Source: an optimization exercise on an open RTL-to-GDS flow (aim: small area). Production flows keep margins and buffers that such runs may drop.
Only simulation tests tie the RTL to the original design; equivalence was not proved.
Power and IR drop assume default switching activity.

File: flow/config.mk
export PLATFORM = sky130hd
export DESIGN_NAME = armv7_multicycle_core
export DESIGN_NICKNAME = armv7_multicycle_core
export VERILOG_FILES = /design/flow/design.v
export SDC_FILE = /design/flow/constraint.sdc
export NUM_CORES = 4
export LEC_CHECK = 0
export ABC_AREA = 1
export CAP_MARGIN = 20
export CORE_MARGIN = 2
export CORE_UTILIZATION = 40
export SLEW_MARGIN = 20
File: flow/constraint.sdc
create_clock -name core_clock -period 8.0 [get_ports {Clock}]
set_input_delay 1.6000 -clock core_clock [delete_from_list [all_inputs] [get_ports {Clock}]]
set_output_delay 1.6000 -clock core_clock [all_outputs]
set_load 0.01 [all_outputs]
File: flow/design.v
`default_nettype none
module armv7_multicycle_core #(
    parameter int ADDR_WIDTH = 10
) (
    input  logic                  Clock,
    input  logic                  Reset,
    input  logic                  Halt,
    output logic                  mem_req,
    output logic                  mem_we,
    output logic [ADDR_WIDTH-1:0] mem_addr,
    output logic [31:0]           mem_wdata,
    input  logic [31:0]           mem_rdata,
    input  logic                  mem_ack,
    output logic [ADDR_WIDTH-1:0] pc,
    output logic [31:0]           instr,
    output logic [2:0]            state,
    output logic [3:0]            flags,
    output logic                  retired
);
    localparam logic [2:0] FETCH  = 3'd0;
    localparam logic [2:0] DECODE = 3'd1;
    localparam logic [2:0] EXEC   = 3'd2;
    localparam logic [2:0] MEM    = 3'd3;
    localparam logic [2:0] HALTED = 3'd4;
    logic [2:0]            r_state;
    logic [2:0]            w_next_state;
    logic [ADDR_WIDTH-1:2] r_pc;       
    logic [ADDR_WIDTH-1:0] r_addr;
    logic [31:0]           r_instr;
    logic [31:0]           r_op_b;
    logic [3:0]            r_flags;
    logic [31:0]           r_regs [16];
    logic s_fetch, s_decode, s_exec, s_mem;
    assign s_fetch  = (r_state == FETCH);
    assign s_decode = (r_state == DECODE);
    assign s_exec   = (r_state == EXEC);
    assign s_mem    = (r_state == MEM);
    logic [3:0] w_cond, w_opcode, w_rn, w_rd, w_rm;
    logic [2:0] w_itype;
    logic       w_s, w_u, w_l;
    logic       w_is_i, w_is_r, w_is_d, w_is_b;
    assign w_cond   = r_instr[31:28];
    assign w_itype  = r_instr[27:25];
    assign w_opcode = r_instr[24:21];
    assign w_u      = r_instr[23];
    assign w_s      = r_instr[20];
    assign w_l      = r_instr[20];
    assign w_rn     = r_instr[19:16];
    assign w_rd     = r_instr[15:12];
    assign w_rm     = r_instr[3:0];
    assign w_is_i   = (w_itype == 3'b001);
    assign w_is_r   = (w_itype == 3'b000);
    assign w_is_d   = (w_itype == 3'b010);
    assign w_is_b   = (w_itype == 3'b101);
    function automatic logic cond_pass(input logic [3:0] c, input logic [3:0] f);
        logic base;
        case (c[3:1])
            3'd0:    base = f[2];
            3'd1:    base = f[1];
            3'd2:    base = f[3];
            3'd3:    base = f[0];
            3'd4:    base = f[1] & ~f[2];
            3'd5:    base = (f[3] == f[0]);
            3'd6:    base = ~f[2] & (f[3] == f[0]);
            default: base = 1'b1;
        endcase
        cond_pass = base ^ c[0];
    endfunction
    logic w_cond_ok;
    assign w_cond_ok = cond_pass(w_cond, r_flags);
    logic [3:0]  w_raddr;
    logic [31:0] w_rdata;
    assign w_raddr = r_state[0] ? (r_state[1] ? w_rd : w_rm) : w_rn;
    assign w_rdata = r_regs[w_raddr];
    logic [31:0] w_sh_in, w_rot, w_sh_out;
    logic [4:0]  w_amt, w_ramt;
    logic [1:0]  w_sh_type;
    logic        w_fill;
    logic [31:0] w_lo_mask, w_hi_mask;
    always_comb begin
        if (w_is_r) begin
            w_sh_in   = w_rdata;
            w_amt     = r_instr[11:7];
            w_sh_type = r_instr[6:5];
        end else begin
            w_sh_in   = {{22{r_instr[25] & r_instr[7]}},
                         r_instr[25] ? {2{r_instr[7]}} : r_instr[9:8],
                         r_instr[7:0]};
            w_amt     = r_instr[25] ? {r_instr[11:8], 1'b0} : 5'd0;
            w_sh_type = 2'b11;
        end
        w_ramt = (w_sh_type == 2'b00) ? (5'd0 - w_amt) : w_amt;
        w_rot  = 32'(({w_sh_in, w_sh_in}) >> w_ramt);
        w_fill = (w_sh_type == 2'b10) & w_sh_in[31];
        for (int i = 0; i < 32; i++) begin
            w_lo_mask[i] = (5'(i) < w_amt);
            w_hi_mask[i] = (5'(31 - i) < w_amt);
        end
        for (int i = 0; i < 32; i++) begin
            case (w_sh_type)
                2'b00:   w_sh_out[i] = w_rot[i] & ~w_lo_mask[i];
                2'b11:   w_sh_out[i] = w_rot[i];
                default: w_sh_out[i] = w_hi_mask[i] ? w_fill : w_rot[i];
            endcase
        end
    end
    logic [31:0] w_a, w_x, w_y, w_alu_res;
    logic        w_inva, w_invb, w_zero_a, w_cin, w_arith, w_alu_v;
    logic [1:0]  w_lsel;
    logic [32:0] w_sum;
    logic [3:0]  w_alu_flags;
    always_comb begin
        w_inva   = 1'b0;
        w_invb   = 1'b0;
        w_zero_a = 1'b0;
        w_cin    = 1'b0;
        w_arith  = 1'b1;
        w_lsel   = 2'd0;
        if (w_is_d) begin
            w_invb = ~w_u;
            w_cin  = ~w_u;
        end else begin
            case (w_opcode)
                4'b0010, 4'b1010: begin w_invb = 1'b1; w_cin = 1'b1; end
                4'b0011:          begin w_inva = 1'b1; w_cin = 1'b1; end
                4'b0100, 4'b1011: ;
                4'b0101:          w_cin = r_flags[1];
                4'b0110:          begin w_invb = 1'b1; w_cin = r_flags[1]; end
                4'b0111:          begin w_inva = 1'b1; w_cin = r_flags[1]; end
                4'b0000, 4'b1000: begin w_arith = 1'b0; w_lsel = 2'd0; end
                4'b0001, 4'b1001: begin w_arith = 1'b0; w_lsel = 2'd1; end
                4'b1100:          begin w_arith = 1'b0; w_lsel = 2'd2; end
                4'b1101:          begin w_arith = 1'b0; w_lsel = 2'd2; w_zero_a = 1'b1; end
                4'b1110:          begin w_arith = 1'b0; w_lsel = 2'd0; w_invb = 1'b1; end
                default:          begin w_arith = 1'b0; w_lsel = 2'd2; w_zero_a = 1'b1; w_invb = 1'b1; end
            endcase
        end
    end
    assign w_a     = w_rdata;
    assign w_x     = (w_a & {32{~w_zero_a}}) ^ {32{w_inva}};
    assign w_y     = r_op_b ^ {32{w_invb}};
    assign w_sum   = {1'b0, w_x} + {1'b0, w_y} + {32'd0, w_cin};
    assign w_alu_v = (w_x[31] == w_y[31]) & (w_sum[31] != w_x[31]);
    always_comb begin
        if (w_arith)              w_alu_res = w_sum[31:0];
        else if (w_lsel == 2'd0)  w_alu_res = w_x & w_y;
        else if (w_lsel == 2'd1)  w_alu_res = w_x ^ w_y;
        else                      w_alu_res = w_x | w_y;
    end
    assign w_alu_flags = {w_alu_res[31], (w_alu_res == 32'd0),
                          w_arith ? w_sum[32] : r_flags[1],
                          w_arith ? w_alu_v   : r_flags[0]};
    logic w_exec_mem, w_retire, w_rd_we, w_reg_we, w_flag_we, w_br_take;
    assign w_exec_mem = w_is_d & w_cond_ok;
    assign w_retire   = (s_exec & ~w_exec_mem) | (s_mem & mem_ack);
    assign w_rd_we    = ~w_opcode[3] | w_opcode[2];
    assign w_reg_we   = (s_exec & w_cond_ok & (w_is_i | w_is_r) & w_rd_we) |
                        (s_mem & mem_ack & w_l);
    assign w_flag_we  = s_exec & w_cond_ok & (w_is_i | w_is_r) & w_s;
    assign w_br_take  = w_cond_ok & w_is_b;
    always_comb begin
        w_next_state = r_state;
        case (r_state)
            FETCH:   if (mem_ack) w_next_state = DECODE;
            DECODE:  w_next_state = EXEC;
            EXEC:    w_next_state = w_exec_mem ? MEM : (Halt ? HALTED : FETCH);
            MEM:     if (mem_ack) w_next_state = Halt ? HALTED : FETCH;
            HALTED:  if (!Halt) w_next_state = FETCH;
            default: w_next_state = FETCH;
        endcase
    end
    logic [ADDR_WIDTH-1:2] w_pc_next;
    assign w_pc_next = r_pc + (w_br_take ? (ADDR_WIDTH-2)'(r_instr[7:0]) : (ADDR_WIDTH-2)'(1));
    logic [31:0] w_wd;
    assign w_wd = (r_state[0] ? mem_rdata : w_alu_res) & {32{~Reset}};
    always_ff @(posedge Clock) begin
        if (Reset) r_state <= FETCH;
        else       r_state <= w_next_state;
    end
    always_ff @(posedge Clock) begin
        if (Reset)                r_pc <= '0;
        else if (w_retire)        r_pc <= w_pc_next;
    end
    always_ff @(posedge Clock) begin
        if (Reset)                r_instr <= 32'd0;
        else if (s_fetch & mem_ack) r_instr <= mem_rdata;
    end
    always_ff @(posedge Clock) begin
        if (Reset)                r_flags <= 4'd0;
        else if (w_flag_we)       r_flags <= w_alu_flags;
    end
    always_ff @(posedge Clock) begin
        r_op_b <= w_sh_out;
    end
    always_ff @(posedge Clock) begin
        if (s_exec) r_addr <= w_sum[ADDR_WIDTH-1:0];
    end
    always_ff @(posedge Clock) begin
        for (int i = 0; i < 16; i++)
            if (Reset | (w_reg_we & (w_rd == 4'(i)))) r_regs[i] <= w_wd;
    end
    always_comb begin
        mem_req  = ~Reset & (s_fetch | s_mem);
        mem_we   = ~Reset & s_mem & ~w_l;
        retired  = ~Reset & w_retire;
        mem_addr = r_state[0] ? r_addr : {r_pc, 2'b00};
    end
    assign mem_wdata = w_rdata;
    assign pc        = {r_pc, 2'b00};
    assign instr     = r_instr;
    assign state     = r_state;
    assign flags     = r_flags;
endmodule
`default_nettype wire
File: flow/run.sh
#!/bin/bash
# synth_recipe.tcl (not shown) runs the flow's synth.tcl, then flattens the netlist and writes it again
# the make line also repeats each setting of config.mk as NAME=value (left out here)
make -C /OpenROAD-flow-scripts/flow DESIGN_CONFIG=/design/flow/config.mk WORK_HOME=/design/flow/orfs CLKGATE_MAP_FILE= SYNTH_SCRIPT=/design/flow/synth_recipe.tcl finish
==> metrics.log <==
INFO  metric intPower = 9.70 mW
INFO  metric slew_violations = 0
INFO  metric drt.antenna.violating_nets = 0
INFO  metric crit_fanout = 38
INFO  metric drt_iter0_markers = 3935
INFO  metric numClockSinks = 601
INFO  metric maxClockFrequency = 0.133 GHz
INFO  metric fin_cells = 4504
INFO  metric numCtsBuffers = 60
INFO  metric core.rowCount = 101
INFO  metric worst_hold_path_type = reg2reg
INFO  metric reg2reg_depth = 29
INFO  metric most_instantiated_cells_after_synthesis = nand2_1 (767), edfxtp_1 (522), inv_1 (333)
INFO  metric wl = 116000 um
INFO  metric clock_latency = 0.65 ns
INFO  metric cpPeakStageDelay = 0.89 ns
INFO  metric final.hold.worst_slack = 0.489 ns
INFO  metric critical_path_class = reg2reg
INFO  metric vias = 26009
INFO  metric place_inst = 4393
INFO  metric grt_first_pass_wirelength = 166000 um
INFO  metric grt_pass1_vias = 23880
INFO  metric number_of_hold_repair_buffers_added_at_the_cts_stage = 0
INFO  metric design_area = 0.0359 sq mm
INFO  metric synth_area_per_cell = 9.33 sq um
INFO  metric tritoncts = done
INFO  metric postSynthCellCount = 3310
INFO  metric cts.path.max_buffers = 3
INFO  metric p_per_area = 514 mW/mm^2
INFO  metric layout-drive-gt1-share = 7.77%
INFO  metric place.port_buffers = 127
INFO  metric timing.critical_path.from_type = flip-flop
INFO  metric worst_ep_arrival_time = 7.80 ns
INFO  metric result_of_the_run = timing/DRC/antenna clean
INFO  metric tns = 0 ns
INFO  metric yosysWarningCount = 2
INFO  metric n_antenna_cell = 0
INFO  metric seq_power_share = 29.8%
INFO  metric period_share = 93.6%
INFO  metric clock_pin_transition_on_the_worst_setup_and_hold_timing_paths = 0.06 ns
INFO  metric synth_ff_type = edfxtp_1
INFO  metric dpl.hpwl = 81000 um
INFO  metric report.final.setup_viol = 0
INFO  metric die_height = 282 um
INFO  metric yosysTopAreaCellShare = 50.7%
INFO  metric p_clk_share = 16.7%
INFO  metric fp.coreArea = 0.0762 sq mm
INFO  metric dpl_cell_area = 0.0337 sq mm
INFO  metric netlist.top_cell.by_area = edfxtp_1
INFO  metric globalRoute.totalOverflow = 0
INFO  metric min_clock_period_post_route = 7.49 ns
INFO  metric die-area = 0.0795 sq mm
INFO  metric yosys-top-cells-area = edfxtp_1 (51%), nand2_1 (9.3%), dfxtp_1 (5.1%), nand3_1 (5.1%), inv_1 (4.0%)
INFO  metric drc_errors = 0
INFO  metric clock-skew-final = 0.0538 ns
INFO  metric synth.distinct_cells = 55
INFO  metric maximum_number_of_pins_on_one_net_before_global_route_repair = 57
INFO  metric number_of_antenna_violations_at_the_first_check_in_global_routing = 0
INFO  metric final_net_count = 3537
INFO  metric number_of_synthesized_flops_with_an_enable_pin = 522
INFO  metric max-slew-margin-rel = 25.5%
INFO  metric worst-slew-pin-transition = 1.12 ns
INFO  metric cap_viol_max_count = 0
INFO  metric setup_repair_after_global_routing_missed_its_margin = false
INFO  metric crit_path_top_delay_cell = dfxtp_2
INFO  metric post_drt_via_cell_ratio = 5.77
INFO  metric asyncSetResetFlopFracSynth = 0%
INFO  metric post-cts-setup-buffer-count = 0
INFO  metric p_switching = 8.77 mW
INFO  metric synth_most_common_cell = nand2_1
INFO  metric netlist_area = 0.0309 sq mm
INFO  metric seq_area_frac_synth = 55.9%
INFO  metric final_core_util = 47.1%
INFO  metric share_comb_of_total_power = 53.5%
INFO  metric critPathCaptureType = flip-flop
INFO  metric yosys_register_bits = 601
INFO  metric ioPinCount = 130
INFO  metric drt_pre_antenna_iters = 6
INFO  metric grt_usage = 28.8%
INFO  metric die_width = 282 um
INFO  metric finalHoldViolations = 0
INFO  metric p_leak = 14.6 nW
INFO  metric post_drt_wl_per_cell = 25.7 um
INFO  metric gp_congestion = 0.971
INFO  metric start_util = 40.5%
INFO  metric ir_worst_vdd = 0.000254 V
INFO  metric synthToLayoutAreaGrowth = 16.2%
INFO  metric cts_repair_resize_count = 0
INFO  metric timing.hold.worst_path_depth = 2
INFO  metric h_tree_depth_reported_by_cts = 2
INFO  metric swShare = 47.5%
INFO  metric clk_root_buffer_cell = clkbuf_16
INFO  metric cp.required = 8.31 ns
-- worst paths after layout --
kind                            slack (ns)   startpoint             end
worst max-delay path                  0.51   r_state[0]  r_regs[15][26]
worst min-delay path                  0.49  r_instr[19]     r_instr[19]
worst max register to register        0.51   r_state[0]  r_regs[15][26]
worst min register to register        0.49  r_instr[19]     r_instr[19]
-- through the flow --
step           total power [mW]  worst slack (ns)
4_1_cts                    18.2             0.729
3_5_place_dp               15.1             0.819
3_3_place_gp               15.1             0.948
5_1_grt                    19.5             0.136
2_1_floorplan              11.2              2.97
6_report                   18.5             0.509
-- kinds of logic after synthesis --
| group | Yosys count | share of synthesized area, % |
|---|---|---|
| flip-flops | 601 | 55.9 |
| AND/OR/NAND/NOR | 1418 | 19.8 |
| adder cells (fa/ha/maj) | 76 | 3.13 |
| XOR/XNOR | 74 | 2.10 |
| other | 1 | 0.0121 |
| AO/OA/AOI/OAI | 635 | 12.6 |
| buffers and inverters | 505 | 6.44 |
-- cells in the final DEF, fill, tap and decap left out, types with 13 or more instances in the layout --
cell             instances
a21oi_1                175
a221oi_1                50
a22o_1                  35
buf_4                   82
bufinv_16               14
clkbuf_16               60
clkdlybuf4s50_1        127
clkinv_1                13
dfxtp_1                 78
edfxtp_1               522
ha_1                    74
inv_1                  332
inv_2                   13
nand2_1                767
nand2_2                 13
nand3_1                314
nand4_1                 61
nor2_1                 188
nor2_4                  15
nor3_1                  21
o211ai_1                62
o21ai_0                196
o21ai_1                 38
o31ai_4                 16
xor2_1                  67
-- power groups by stage --
stage / clock network [mW] / logic, mW / registers [mW]
after global placement: 0 / 9.56 / 5.54
after CTS: 3.12 / 9.58 / 5.50
after global routing: 3.24 / 10.6 / 5.60
final: 3.08 / 9.88 / 5.51
after floorplan: 0 / 5.79 / 5.40
after detailed placement: 0 / 9.54 / 5.55
-- area by class of cell --
cell class,instances,area [sq um]
fillers,7149,40300
repair buffers,210,1900
multi-input cells,2205,12000
inverters,347,1300
clock inverters,45,638
well taps,1030,1290
flip-flops and latches,601,17300
clock buffers,66,1520
-- sequential cells by signal, indices dropped and copies added, names as in the netlist --
signal   cells
r_op_b      32
r_addr      10
r_instr     32
r_pc         8
r_flags      4
r_state      3
r_regs     512
-- routing by layer --
| layer | part of all wire [%] | routed length, um | track usage, % |
|---|---|---|---|
| met5 | 0 | 0 | 0 |
| met3 | 11 | 13000 | 6.95 |
| met1 | 44 | 50600 | 42.3 |
| met4 | 2.1 | 2430 | 6.04 |
| met2 | 43 | 50000 | 43.2 |
-- worst max-delay path, delay by kind of cell (launching register included) --
kind | cells | cell delay [ns]
AOI/OAI and AO/OA | 8 | 1.92
xor gates and xnor gates | 1 | 0.26
adders and majority gates | 1 | 0.38
buffers and inverters | 8 | 2.18
and+or+nand+nor | 11 | 1.52
DFF | 1 | 0.89

afterwards: timing with drivers on the ports:
No port has a modelled driver above. Below, the same layout with a new extraction and two added sets of constraints. Step 1 sets driving cells, clkbuf_16 on the clock port and buf_2 on the other inputs (assumed; they add their load-dependent delay and slew). Step 2 moves the port delays by t, midway between the first and last clock arrival at a register: inputs arrive t later, outputs are due t later. That takes back most of the time a late clock gives input paths. Slacks: ideal / step 1 / step 2; pairs: ideal / step 1.
t (ns): 0.691
setup slack, ns: 0.509 / 0.509 / 0.509
hold WS [ns]: 0.489 / 0.489 / 0.489
worst register clock-pin slew, ns: 0.08 / 0.08
worst slew at a driven data input, ns: 0.06
After both steps this run still meets setup and hold. The setup slack of this run moves by 0.000 ns with the drivers and by 0.000 ns with both steps.
